From an optimization exercise on the open Yosys and OpenROAD flow, aimed at small area, a short achievable clock period and few clock cycles per item; shortcuts taken in it are not production practice. Function was checked by simulation only, so behaviour that the tests miss may differ from the original.

$ cat design/flow/design.v
`timescale 1ns / 1ps
`default_nettype none
package rasr_pkg;
    localparam int IN_W   = 32;
    localparam int NUM_W  = 64;
    localparam int DEN_W  = 62;
    localparam int MAG_W  = 65;    
    localparam int CNT_W  = 7;
    localparam logic [NUM_W-1:0] NUM_MAX = {1'b0, {(NUM_W-1){1'b1}}};
    localparam logic [DEN_W-1:0] DEN_MAX = {DEN_W{1'b1}};
    typedef struct packed {
        logic                    action;
        logic signed [IN_W-1:0]  a_num;
        logic signed [IN_W-1:0]  a_den;
        logic signed [IN_W-1:0]  b_num;
        logic signed [IN_W-1:0]  b_den;
    } in_item_t;
    typedef struct packed {
        logic signed [NUM_W-1:0] res_num;
        logic [DEN_W-1:0]        res_den;
        logic                    den_error;
    } out_item_t;
    typedef enum logic [3:0] {
        CMD_NONE,
        CMD_LOAD,       
        CMD_MUL,        
        CMD_SUM,        
        CMD_GINIT,      
        CMD_GSTEP,      
        CMD_DINIT,      
        CMD_DSTEP,      
        CMD_DNEXT,      
        CMD_FINAL       
    } cmd_t;
    typedef struct packed {
        logic zero_den;    
        logic zero_num;    
        logic gcd_done;    
        logic div_done;    
    } status_t;
endpackage
`default_nettype wire
`timescale 1ns / 1ps
`default_nettype none
module rasr_datapath
(
    input  wire logic      aclk,
    input  wire rasr_pkg::cmd_t      cmd,
    input  wire rasr_pkg::in_item_t  req,
    output rasr_pkg::status_t        status,
    output rasr_pkg::out_item_t      result
);
    rasr_pkg::in_item_t                 req_reg;
    logic signed [rasr_pkg::NUM_W-1:0]  p1_reg, q2_reg, d_reg;
    logic [rasr_pkg::MAG_W-1:0]         nmag_reg, dmag_reg;
    logic                     neg_reg;
    logic [rasr_pkg::MAG_W-1:0]         ga_reg, gb_reg;
    logic [rasr_pkg::CNT_W-1:0]         gk_reg;
    logic [rasr_pkg::MAG_W-1:0]         rem_reg, quo_reg, dvd_reg;
    logic [rasr_pkg::CNT_W-1:0]         cnt_reg;
    logic [rasr_pkg::MAG_W-1:0]         nq_reg;
    rasr_pkg::out_item_t                res_reg;
    logic signed [rasr_pkg::NUM_W-1:0]  prod_ab, prod_ba, prod_dd;
    logic signed [rasr_pkg::NUM_W:0]    p1x, q2x, sum;
    logic [rasr_pkg::MAG_W-1:0]         nmag_c, dmag_c, gcd_val, rem_sh, ga_n, gb_n, dsub;
    logic                     gcd_zero_case;
    always_comb begin
        prod_ab = req_reg.a_num * req_reg.b_den;
        prod_ba = req_reg.b_num * req_reg.a_den;
        prod_dd = req_reg.a_den * req_reg.b_den;
        p1x  = {p1_reg[rasr_pkg::NUM_W-1], p1_reg};
        q2x  = req_reg.action ? -{q2_reg[rasr_pkg::NUM_W-1], q2_reg} : {q2_reg[rasr_pkg::NUM_W-1], q2_reg};
        sum  = p1x + q2x;
        nmag_c = sum[rasr_pkg::NUM_W] ? rasr_pkg::MAG_W'(-sum) : rasr_pkg::MAG_W'(sum);
        dmag_c = d_reg[rasr_pkg::NUM_W-1] ? rasr_pkg::MAG_W'(-{1'b1, d_reg}) : rasr_pkg::MAG_W'({1'b0, d_reg});
        ga_n = ga_reg;
        gb_n = gb_reg;
        if (!ga_reg[0] && !gb_reg[0]) begin
            ga_n = ga_reg >> 1;
            gb_n = gb_reg >> 1;
        end else if (!ga_reg[0]) begin
            ga_n = ga_reg >> 1;
        end else if (!gb_reg[0]) begin
            gb_n = gb_reg >> 1;
        end else if (ga_reg > gb_reg) begin
            ga_n = gb_reg;
            gb_n = ga_reg - gb_reg;
        end else begin
            gb_n = gb_reg - ga_reg;
        end
        gcd_zero_case = (ga_reg == '0);
        gcd_val = gcd_zero_case ? gb_reg : (ga_reg << gk_reg);
        rem_sh  = {rem_reg[rasr_pkg::MAG_W-2:0], dvd_reg[rasr_pkg::MAG_W-1]};
        dsub    = rem_sh - gcd_val;
    end
    always_ff @(posedge aclk) begin
        unique case (cmd)
            rasr_pkg::CMD_LOAD: req_reg <= req;
            rasr_pkg::CMD_MUL: begin
                p1_reg <= prod_ab;
                q2_reg <= prod_ba;
                d_reg  <= prod_dd;
            end
            rasr_pkg::CMD_SUM: begin
                nmag_reg <= nmag_c;
                dmag_reg <= dmag_c;
                neg_reg  <= sum[rasr_pkg::NUM_W] ^ d_reg[rasr_pkg::NUM_W-1];
            end
            rasr_pkg::CMD_GINIT: begin
                ga_reg <= nmag_reg;
                gb_reg <= dmag_reg;
                gk_reg <= '0;
            end
            rasr_pkg::CMD_GSTEP: begin
                ga_reg <= ga_n;
                gb_reg <= gb_n;
                if (!ga_reg[0] && !gb_reg[0]) gk_reg <= gk_reg + 1'b1;
            end
            rasr_pkg::CMD_DINIT: begin
                dvd_reg <= nmag_reg;
                rem_reg <= '0;
                quo_reg <= '0;
                cnt_reg <= rasr_pkg::CNT_W'(rasr_pkg::MAG_W);
            end
            rasr_pkg::CMD_DSTEP: begin
                dvd_reg <= dvd_reg << 1;
                cnt_reg <= cnt_reg - 1'b1;
                if (rem_sh >= gcd_val) begin
                    rem_reg <= dsub;
                    quo_reg <= {quo_reg[rasr_pkg::MAG_W-2:0], 1'b1};
                end else begin
                    rem_reg <= rem_sh;
                    quo_reg <= {quo_reg[rasr_pkg::MAG_W-2:0], 1'b0};
                end
            end
            rasr_pkg::CMD_DNEXT: begin
                nq_reg  <= quo_reg;
                dvd_reg <= dmag_reg;
                rem_reg <= '0;
                quo_reg <= '0;
                cnt_reg <= rasr_pkg::CNT_W'(rasr_pkg::MAG_W);
            end
            rasr_pkg::CMD_FINAL: begin
                res_reg.den_error <= 1'b0;
                if (req_reg.a_den == '0 || req_reg.b_den == '0 || nmag_reg == '0) begin
                    res_reg.res_num   <= '0;
                    res_reg.res_den   <= rasr_pkg::DEN_W'(1);
                    res_reg.den_error <= (req_reg.a_den == '0 || req_reg.b_den == '0);
                end else begin
                    if (neg_reg)
                        res_reg.res_num <= rasr_pkg::NUM_W'(-nq_reg);
                    else if (nq_reg > rasr_pkg::MAG_W'(rasr_pkg::NUM_MAX))
                        res_reg.res_num <= rasr_pkg::NUM_MAX;
                    else
                        res_reg.res_num <= rasr_pkg::NUM_W'(nq_reg);
                    res_reg.res_den <= (quo_reg > rasr_pkg::MAG_W'(rasr_pkg::DEN_MAX)) ? rasr_pkg::DEN_MAX
                                                                   : rasr_pkg::DEN_W'(quo_reg);
                end
            end
            default: ;
        endcase
    end
    assign status.zero_den = (req_reg.a_den == '0) || (req_reg.b_den == '0);
    assign status.zero_num = (nmag_reg == '0);
    assign status.gcd_done = (gb_reg == '0) || (ga_reg == '0);
    assign status.div_done = (cnt_reg == '0);
    assign result = res_reg;
endmodule
`default_nettype wire
`timescale 1ns / 1ps
`default_nettype none
module rasr_ctrl
(
    input  wire logic    aclk,
    input  wire logic    aresetn,
    input  wire logic    s_valid,
    output logic         s_ready,
    output logic         m_valid,
    input  wire logic    m_ready,
    input  wire rasr_pkg::status_t status,
    output rasr_pkg::cmd_t         cmd
);
    typedef enum logic [3:0] {
        ST_IDLE, ST_MUL, ST_SUM, ST_CHK, ST_GCD, ST_DIVN, ST_DIVD, ST_FIN, ST_OUT
    } state_t;
    state_t state_reg, state_next;
    logic   m_valid_reg, m_valid_next;
    always_comb begin
        state_next   = state_reg;
        m_valid_next = m_valid_reg;
        cmd          = rasr_pkg::CMD_NONE;
        unique case (state_reg)
            ST_IDLE: if (s_valid) begin
                cmd = rasr_pkg::CMD_LOAD; state_next = ST_MUL;
            end
            ST_MUL: begin cmd = rasr_pkg::CMD_MUL; state_next = ST_SUM; end
            ST_SUM: begin cmd = rasr_pkg::CMD_SUM; state_next = ST_CHK; end
            ST_CHK: begin
                if (status.zero_den || status.zero_num) begin
                    state_next = ST_FIN;
                end else begin
                    cmd = rasr_pkg::CMD_GINIT; state_next = ST_GCD;
                end
            end
            ST_GCD: begin
                if (status.gcd_done) begin
                    cmd = rasr_pkg::CMD_DINIT; state_next = ST_DIVN;
                end else begin
                    cmd = rasr_pkg::CMD_GSTEP;
                end
            end
            ST_DIVN: begin
                if (status.div_done) begin
                    cmd = rasr_pkg::CMD_DNEXT; state_next = ST_DIVD;
                end else begin
                    cmd = rasr_pkg::CMD_DSTEP;
                end
            end
            ST_DIVD: begin
                if (status.div_done) state_next = ST_FIN;
                else cmd = rasr_pkg::CMD_DSTEP;
            end
            ST_FIN: begin
                cmd = rasr_pkg::CMD_FINAL; state_next = ST_OUT; m_valid_next = 1'b1;
            end
            ST_OUT: if (m_ready) begin
                m_valid_next = 1'b0; state_next = ST_IDLE;
            end
            default: state_next = ST_IDLE;
        endcase
    end
    always_ff @(posedge aclk) begin
        if (!aresetn) begin
            state_reg   <= ST_IDLE;
            m_valid_reg <= 1'b0;
        end else begin
            state_reg   <= state_next;
            m_valid_reg <= m_valid_next;
        end
    end
    assign s_ready = (state_reg == ST_IDLE);
    assign m_valid = m_valid_reg;
endmodule
`default_nettype wire
`timescale 1ns / 1ps
`default_nettype none
module rational_add_sub_reduce_top
(
    input  wire logic      aclk,
    input  wire logic      aresetn,
    input  wire logic      s_valid,
    output logic           s_ready,
    input  wire logic [128:0] s_data,    
    output logic           m_valid,
    input  wire logic      m_ready,
    output logic [126:0]   m_data       
);
    rasr_pkg::in_item_t  req_in;
    rasr_pkg::out_item_t res_out;
    assign req_in = rasr_pkg::in_item_t'(s_data);
    assign m_data = res_out;
    rasr_pkg::cmd_t    cmd;
    rasr_pkg::status_t status;
    rasr_ctrl u_ctrl (
        .aclk    (aclk),
        .aresetn (aresetn),
        .s_valid (s_valid),
        .s_ready (s_ready),
        .m_valid (m_valid),
        .m_ready (m_ready),
        .status  (status),
        .cmd     (cmd)
    );
    rasr_datapath u_dp (
        .aclk   (aclk),
        .cmd    (cmd),
        .req    (req_in),
        .status (status),
        .result (res_out)
    );
endmodule
`default_nettype wire
$ cat design/flow/run.sh
#!/bin/bash
# synth_recipe.tcl (not shown) runs the flow's synth.tcl, then flattens the netlist and writes it again
# the make line also repeats each setting of config.mk as NAME=value (left out here)
make -C /OpenROAD-flow-scripts/flow DESIGN_CONFIG=/design/flow/config.mk WORK_HOME=/design/flow/orfs CLKGATE_MAP_FILE= SYNTH_SCRIPT=/design/flow/synth_recipe.tcl finish
$ cat design/flow/config.mk
export PLATFORM = sky130hd
export DESIGN_NAME = rational_add_sub_reduce_top
export DESIGN_NICKNAME = rational_add_sub_reduce_top
export VERILOG_FILES = /design/flow/design.v
export SDC_FILE = /design/flow/constraint.sdc
export NUM_CORES = 4
export LEC_CHECK = 0
export CAP_MARGIN = 20
export CORE_MARGIN = 2
export CORE_UTILIZATION = 40
export PLACE_DENSITY = 0.6
export SLEW_MARGIN = 20
$ cat design/flow/constraint.sdc
create_clock -name core_clock -period 10.0 [get_ports {aclk}]
set_input_delay 2.0000 -clock core_clock [delete_from_list [all_inputs] [get_ports {aclk}]]
set_output_delay 2.0000 -clock core_clock [all_outputs]
set_load 0.01 [all_outputs]
==> run summary <==
[per-stage QoR]
step                instances
detailed placement      22977
finish                  23225
CTS                     23216
floorplan               17653
global placement        22977
global route            23220
[critical path: cells and delay by family, from the launching register on]
| family | cells | cell delay [ns] |
|---|---|---|
| AO/OA/AOI/OAI | 8 | 1.87 |
| XOR/XNOR | 1 | 0.10 |
| adder cells (fa/ha/maj) | 9 | 4.38 |
| buffers and inverters | 8 | 1.47 |
| flip-flops | 1 | 0.37 |
| AND/OR/NAND/NOR | 5 | 0.97 |
[kinds of logic (layout without fill, tap and decap cells)]
family          count (synthesis)  count (layout)
other cells                     1               9
fa+ha+maj                    4069            4069
compound gates               2296            2296
flops                         987             987
buf+inv                      4034            3958
simple gates                 5452            5452
mux                           199             199
xor+xnor                      615             615
[cells in the mapped netlist, drive strengths merged, types with 18 or more instances]
cell / number
o21bai: 97
a211oi: 84
xor2: 176
a21o: 256
nor3: 117
o21ai: 524
a21oi: 731
clkbuf: 948
o31ai: 85
nand4: 119
a311oi: 21
a221o: 18
mux2i: 148
o41ai: 31
edfxtp: 982
a22oi: 88
nor2: 764
and2: 1641
fa: 3250
or2: 29
nand2: 2214
nor2b: 59
ha: 819
o21a: 66
nand3: 113
a31oi: 56
or3: 57
o22ai: 25
o211ai: 55
nor4: 98
and3: 60
mux4: 44
inv: 3049
nand2b: 95
or4: 45
xnor2: 439
buf: 36
[final timing paths]
path	startpoint	to	cells past startpoint
setup / recovery	u_dp.req_reg[72]	u_dp.q2_reg[62]	31
hold / removal	u_dp.quo_reg[64]	u_dp.nq_reg[64]	0
setup reg to reg	u_dp.req_reg[72]	u_dp.q2_reg[62]	31
hold reg to reg	u_dp.quo_reg[64]	u_dp.nq_reg[64]	0
[area by class of cell]
type | count | area (sq um) | area share
Multi-Input combinational cell | 12632 | 124000 | 0.678
Sequential cell | 987 | 29600 | 0.161
Inverter | 3050 | 11500 | 0.0624
Tap cell | 5640 | 7060 | 0.0385
Timing Repair Buffer | 669 | 6380 | 0.0348
Clock buffer | 158 | 3530 | 0.0192
Clock inverter | 81 | 961 | 0.00524
Antenna cell | 8 | 20.0 | 0.000109
[per-layer routing]
layer	part of all wire	vias up
met2	0.48	3803
met5	0.000057	-
met1	0.41	64967
met3	0.056	834
li1	-	55107
met4	0.054	4
[cells in the final DEF (no fill, tap or decap), types with 21 or more instances in the layout]
| master | instances |
|---|---|
| nor3_1 | 115 |
| a21o_1 | 256 |
| or4_1 | 42 |
| buf_12 | 56 |
| o211ai_1 | 55 |
| a31oi_1 | 56 |
| or2_2 | 28 |
| or3_1 | 48 |
| a22oi_1 | 88 |
| nor2b_1 | 59 |
| o21ai_0 | 517 |
| clkdlybuf4s50_1 | 261 |
| a211oi_1 | 83 |
| nor4_1 | 94 |
| xor2_1 | 175 |
| xnor2_1 | 438 |
| buf_4 | 351 |
| o21a_1 | 65 |
| mux4_2 | 44 |
| mux2i_1 | 148 |
| nand3_1 | 112 |
| and2_1 | 1637 |
| clkbuf_16 | 138 |
| nand2b_1 | 93 |
| edfxtp_1 | 982 |
| o22ai_1 | 24 |
| nand4_1 | 119 |
| o21bai_1 | 97 |
| ha_1 | 819 |
| and3_1 | 58 |
| a311oi_1 | 21 |
| nor2_1 | 761 |
| inv_1 | 3046 |
| fa_1 | 3250 |
| nand2_1 | 2213 |
| o31ai_1 | 83 |
| a21oi_1 | 730 |
| o41ai_1 | 27 |
==> flow_metrics.py <==
metrics = {
    "status": {
        "status": "timing/DRC/antenna clean",
    },
    "yosys": {
        "yosys-mux-area-fraction": 0.0151,
        "synth_top_family_by_area": "adder cells",
        "ys_seq_area_frac": 0.175,
        "synth.distinct_cells": 104,
        "synth-seq-cells": 987,
        "ys_warn_count": 2,
        "synth.cell_area_sq_mm": 0.169,
        "synth_flop_cell": "edfxtp_1",
        "synth-async-reset-ratio": 0,
        "synth_area_leaders": "fa_1 (38%), edfxtp_1 (17%), inv_1 (6.8%)",
        "yosys.area.top_type": "fa_1",
        "synth-xor-area-share": 0.0319,
        "syn_inst": 17653,
        "syn-num-nets": 21855,
        "avgSynthCellArea_sq_um": 9.57,
        "synth-simple-area-share": 0.157,
        "synth_top_area_share": 0.385,
        "synth-compound-area-share": 0.0853,
        "synthAdderAreaFrac": 0.446,
        "synth_edf_count": 982,
    },
    "floorplanning": {
        "die_h_um": 654,
        "ios": 262,
        "core_sq_mm": 0.420,
        "rows": 238,
        "die_width_um": 654,
        "initial_core_util": 0.402,
        "die_area_sq_mm": 0.428,
    },
    "layout": {
        "finalInstanceArea_sq_mm": 0.183,
        "drive_above_1_share": 0.0435,
        "final_core_util": 0.436,
        "final_nets": 21680,
        "synthToLayoutAreaGrowth_pct": 8.51,
        "n_fill_cell": 40941,
        "largest_reg_flops": 129,
    },
    "detailed_routing": {
        "vias": 124715,
        "ant_nets": 0,
        "drt_iter0_drc": 9807,
        "drcViolationCount": 0,
        "wirelength_um": 546000,
        "post_drt_wl_per_cell_um": 23.5,
        "firstDrtPassIters": 6,
        "avgViaCountPerCell": 5.37,
    },
    "sta": {
        "finalCritPeriodShare": 0.956,
        "min_period_ns": 9.56,
        "fin_skew_ns": 0.116,
        "finalSetupViolCount": 0,
        "finalHoldViolations": 0,
        "slew_violations": 0,
        "fin_tns_setup_ns": 0,
        "fin_hold_ws_ns": 0.456,
        "rsz0062_at_grt": "false",
        "fmax_mhz": 105,
        "worstMarginPinSlew_ns": 1.19,
        "setup_slack_ns": 0.444,
        "relSlewSlack": 0.210,
    },
    "worst_setup_path": {
        "cp_max_fo": 45,
        "arrival_ns": 10.15,
        "path_class": "reg2reg",
        "cp-end-kind": "register",
        "cpMostUsedCell": "fa_1",
        "crit_required_ns": 10.59,
        "start_kind": "register",
        "ff2ff_setup_slack_ns": 0.44,
        "crit_slowest_cell": "fa_1",
        "cpPeakStageDelay_ns": 0.61,
    },
    "global_routing": {
        "grt_pass1_vias": 131748,
        "grt_use_met3": 0.0274,
        "grt_pass1_wl_um": 836000,
        "grt_max_degree": 154,
        "grt_util_all_layers": 0.259,
        "use_met1": 0.344,
        "antenna_found_initial": 14,
        "top_usage_layer": "met2",
        "overflow": 0,
        "met2_usage": 0.430,
    },
    "job": {
        "maxCapViolations": 0,
    },
    "place": {
        "post-place-ws_ns": 0.587,
        "gp_congestion": 0.984,
        "io_buffers": 261,
        "hpwl_um": 443000,
        "placed_area_sq_mm": 0.179,
    },
    "clocking": {
        "postCtsHoldBufs": 0,
        "clock_latency_ns": 0.91,
        "htreeDepth": 4,
        "clk_pin_slew_ns": 0.06,
        "cts_buffers": 138,
        "clock-sinks": 987,
        "root_buffer": "clkbuf_16",
        "post_cts_buffers": 0,
        "cts_tree": "built",
        "cts_buffer_depth": 4,
        "ctsResizeCount": 0,
    },
    "hold_path": {
        "min_path_type": "reg2reg",
    },
}
Testbench counts, summed over its fixed seeds: cycles 765,267, items 3,200.

==> static timing again, ports no longer ideal <==
No port has a modelled driver above. Below, the same layout with a new extraction and two added sets of constraints. Step 1 assumes that a clkbuf_16 drives the clock port and a buf_2 every other input. Step 2 moves the port delays by t, midway between the first and last clock arrival at a register: inputs arrive t later, outputs are due t later. That takes back most of the time a late clock gives input paths. a / b / c = no drivers / after step 1 / after step 2; a / b = the first two.
t, ns: 0.961
slack for setup (ns): 0.444 / 0.444 / 0.444
worst register clock-pin slew, ns: 0.08 / 0.08
worst slew at a driven data input, ns: 0.07
After both steps this run still meets setup and hold. For this run, drivers alone change the setup slack by 0.000 ns; drivers and shift together by 0.000 ns.
